This is an optimization exercise on Yosys and OpenROAD, whose aim is small area, not a production implementation.
At most, simulation tests tie the RTL to the original design; equivalence was not proved.
The clock port is modelled as an ideal driver; clocking choices that lean on that would not hold on a real chip.
Power and IR drop assume default switching activity.

==> flow/design.v (excerpt) <==
module snes_host_top
(
  input  logic           clk_74a,
  input  logic           pll_core_locked,
  input  logic [64:0]    bridge_in,
  input  logic [15:0]    cont1_key,
  input  logic [31:0]    cont1_joy,
  input  logic [27:0]    video_in,
  output logic [16:0]    cart_info,
  output logic [14:0]    core_settings,
  output logic           core_reset,
  output logic [31:0]    pad_state,
  output logic [26:0]    video_out
);
clock: 13.5 ns
lec_check: 0
cap_margin: 20
core_margin: 2
core_utilization: 40
slew_margin: 20
synth_hierarchical: 1
standard.sh (not shown) runs the stock make flow with config.mk's settings and CLKGATE_MAP_FILE= SYNTH_SCRIPT=/design/flow/synth_recipe.tcl, a recipe that flattens the netlist after the stock synthesis.
==> flow/flow/run.sh <==
#!/bin/bash
# Layout: the standard ORFS flow (standard.sh), with three changes to
# how the layout is built:
#  - the port buffers are the smallest buffer cell (buf_1) instead of the
#    flow's default pick;
#  - the clock tree is built from clkbuf_4/clkbuf_8 with no dummy loads,
#    and after CTS the root and every clock buffer with few sinks are set
#    to clkbuf_4 (flow/clkresize.tcl);
#  - after floorplan every cell is set to the smallest drive strength of
#    its kind (flow/downsize.tcl); the later repair steps size up where
#    slew, capacitance or timing need it.
# make's full output goes to orfs_make.log here; each ORFS step keeps its
# own log under orfs/logs/.
set -euo pipefail
here=$(pwd)
export BUFFER_PORTS_ARGS="-buffer_cell sky130_fd_sc_hd__buf_1"
export CTS_ARGS="-sink_clustering_enable -repair_clock_nets -dont_use_dummy_load -buf_list {sky130_fd_sc_hd__clkbuf_4 sky130_fd_sc_hd__clkbuf_8} -root_buf sky130_fd_sc_hd__clkbuf_8"
export POST_FLOORPLAN_TCL="$here/flow/downsize.tcl"
export POST_CTS_TCL="$here/flow/clkresize.tcl"
bash standard.sh > orfs_make.log 2>&1
Other scripts of this flow, unchanged in this note and not shown: flow/flow/clkresize.tcl, flow/flow/downsize.tcl
The baseline produced a clean layout.
==> next run, changes <==
--- a/flow/design.v
+++ b/flow/design.v
@@ -705,32 +705,22 @@
       end
     end
   end
   logic        word_hold;
   logic        word_ctrl;
   logic [23:0] ctrl_word;
   assign word_hold = ~video_in.de & ~de_q;
   assign word_ctrl = ~video_in.de & de_q;
   assign ctrl_word = {9'd0, ~tall_latched, video_settings.square_pixels, 13'd0};
-  logic [23:0] word_d;
-  logic [23:0] pix_word;
-  assign pix_word = {out_r, out_g, out_b};
-  for (genvar i = 0; i < 24; i++) begin : g_word
-    if (i == 13 || i == 14) begin : g_ctrl
-      assign word_d[i] = (video_in.de & pix_word[i]) | (word_ctrl & ctrl_word[i]) |
-                         (word_hold & word_q[i]);
-    end else begin : g_pix
-      ao22_cell u_word_ao (.a1(video_in.de), .a2(pix_word[i]), .b1(word_hold), .b2(word_q[i]),
-                           .y(word_d[i]));
-    end
-  end
   always_ff @(posedge clk_74a) begin
-    word_q <= word_d;
+    word_q <= ({24{video_in.de}} & {out_r, out_g, out_b}) |
+              ({24{word_ctrl}} & ctrl_word) |
+              ({24{word_hold}} & word_q);
   end
   assign video_out = {vs_q, hs_q, de_q, word_q};
 endmodule
 module fa_cell
 (
   input  logic a,
   input  logic b,
   input  logic ci,
   output logic s,
Sequential share of layout area is about the same.
Total power is lower by about 3.6%.
Design area barely changes.
Register-to-register slack is better by 90 ps.
Via count goes up by 0.76%.
Synthesized area increases by 0.47%.
Wire length went down by 1.8%.
Worst setup slack loses 40 ps.

---

Setup of job 4452:
Another version of the RTL of snes_host_top (not shown whole).
For scale: roughly 630 cells after synthesis, roughly 120 flip-flops, roughly 240 I/O pins, roughly 7400 sq um of cells after synthesis.
clock: 13.5 ns
lec_check: 0
cap_margin: 20
core_margin: 2
core_utilization: 40
slew_margin: 20
synth_hierarchical: 1
==> flow/flow/clkresize.tcl <==
# Clock tree area: CTS builds the tree from clkbuf_8; a clock buffer that
# drives only a few sinks (up to 10 flip-flops, or the root, whose loads
# are the leaf buffers) gets the smaller clkbuf_4 instead (same place, a
# smaller footprint, so placement stays legal).
set db [ord::get_db]
set block [ord::get_db_block]
set max_fanout 10
set swapped 0
foreach inst [$block getInsts] {
  if {[[$inst getMaster] getName] ne "sky130_fd_sc_hd__clkbuf_8"} { continue }
  set fanout -1
  foreach it [$inst getITerms] {
    if {[$it isOutputSignal]} {
      set net [$it getNet]
      if {$net ne "NULL" && $net ne ""} {
        set fanout [expr {[llength [$net getITerms]] - 1}]
      }
    }
  }
  set is_root [string match "clkbuf_0_*" [$inst getName]]
  if {$is_root || ($fanout >= 1 && $fanout <= $max_fanout)} {
    replace_cell [$inst getName] sky130_fd_sc_hd__clkbuf_4
    incr swapped
  }
}
puts "clkresize: $swapped clock buffers set to clkbuf_4"
==> flow/flow/downsize.tcl <==
# Area recovery after floorplan: give every cell the smallest-area drive
# strength of its own kind (same function and pins). The repair steps that
# follow (repair_design at placement, repair_timing at CTS and global
# route) size up again wherever slew, capacitance or timing need it.
set db [ord::get_db]
set block [ord::get_db_block]
set swapped 0
set saved 0.0
foreach inst [$block getInsts] {
  set master [$inst getMaster]
  set name [$master getName]
  if {![regexp {^(sky130_fd_sc_hd__[a-z0-9]+)_([0-9]+)$} $name -> base drive]} {
    continue
  }
  set cur_area [expr {[$master getWidth] * [$master getHeight]}]
  set best $name
  set best_area $cur_area
  foreach d {0 1 2 3 4 6 8 12 16} {
    set m [$db findMaster ${base}_$d]
    if {$m eq "NULL" || $m eq ""} { continue }
    set a [expr {[$m getWidth] * [$m getHeight]}]
    if {$a < $best_area} {
      set best ${base}_$d
      set best_area $a
    }
  }
  if {$best ne $name} {
    replace_cell [$inst getName] $best
    incr swapped
    set saved [expr {$saved + ($cur_area - $best_area) / 1e6}]
  }
}
puts "downsize: $swapped cells swapped to a smaller drive, [format %.1f $saved] um2 saved"
Scripts as last shown in full above: flow/flow/run.sh
Modified inputs, job 619 compared to job 4452
diff --git a/flow/design.v b/flow/design.v
--- a/flow/design.v
+++ b/flow/design.v
@@ -704,32 +704,22 @@
       end
     end
   end
   logic        word_hold;
   logic        word_ctrl;
   logic [23:0] ctrl_word;
   assign word_hold = ~video_in.de & ~de_q;
   assign word_ctrl = ~video_in.de & de_q;
   assign ctrl_word = {9'd0, ~tall_latched, video_settings.square_pixels, 13'd0};
-  logic [23:0] word_d;
-  logic [23:0] pix_word;
-  assign pix_word = {out_r, out_g, out_b};
-  for (genvar i = 0; i < 24; i++) begin : g_word
-    if (i == 13 || i == 14) begin : g_ctrl
-      assign word_d[i] = (video_in.de & pix_word[i]) | (word_ctrl & ctrl_word[i]) |
-                         (word_hold & word_q[i]);
-    end else begin : g_pix
-      ao22_cell u_word_ao (.a1(video_in.de), .a2(pix_word[i]), .b1(word_hold), .b2(word_q[i]),
-                           .y(word_d[i]));
-    end
-  end
   always_ff @(posedge clk_74a) begin
-    word_q <= word_d;
+    word_q <= ({24{video_in.de}} & {out_r, out_g, out_b}) |
+              ({24{word_ctrl}} & ctrl_word) |
+              ({24{word_hold}} & word_q);
   end
   assign video_out = {vs_q, hs_q, de_q, word_q};
 endmodule
 module fa_cell
 (
   input  logic a,
   input  logic b,
   input  logic ci,
   output logic s,
--- outcome ---
The worst-case hold slack of job 4452 and that of job 619 are within noise of each other. Between job 4452 and job 619, the number of fill cells in the layout figures differ only marginally. Share of the cycle needed by the critical path after routing up 0.36 points in job 619 wrt job 4452. Measured against each other, job 4452 and job 619 differ in routed wire length, the lower figure coming from job 4452. Final total power (job 619 vs. job 4452) decreases slightly. Job 619 reports its first element of the critical path as video_in[20] while job 4452 reports video_in[18].
The RTL of job 4452 was laid out without a check of its function.

## port drivers added, routing unchanged
How much do the figures lean on ideal ports? The routed layouts below were timed once more, with nothing changed but the port constraints.
Step 1 assumes that a clkbuf_16 drives the clock port and a buf_2 every other input.
Step 2 also shifts input and output timing later by t, the mid clock arrival at the registers, as if the neighbouring blocks saw the same clock.
a / b / c = ideal / step 1 / step 2; a / b = the first two.
run | t, ns | slack for setup (ns) | clock arrival spread, ns | worst data-port slew with drivers (ns) | pins driven straight from the clock port
the first run of note 1 | 0.542 | 2.233 / 2.244 / 1.703 | 0.024 / 0.023 | 0.11 | 1
the second run of note 1 | 0.530 | 2.193 / 2.198 / 1.669 | 0.030 / 0.031 | 0.06 | 1
job 4452 | 0.536 | 1.833 / 1.845 / 1.309 | 0.047 / 0.047 | 0.04 | 1
job 619 | 0.542 | 1.784 / 1.802 / 1.259 | 0.031 / 0.031 | 0.06 | 1
After both steps setup and hold are still met in every run listed. For the first run of note 1, which loses most, drivers alone change the setup slack by +0.011 ns; drivers and shift together by -0.530 ns.
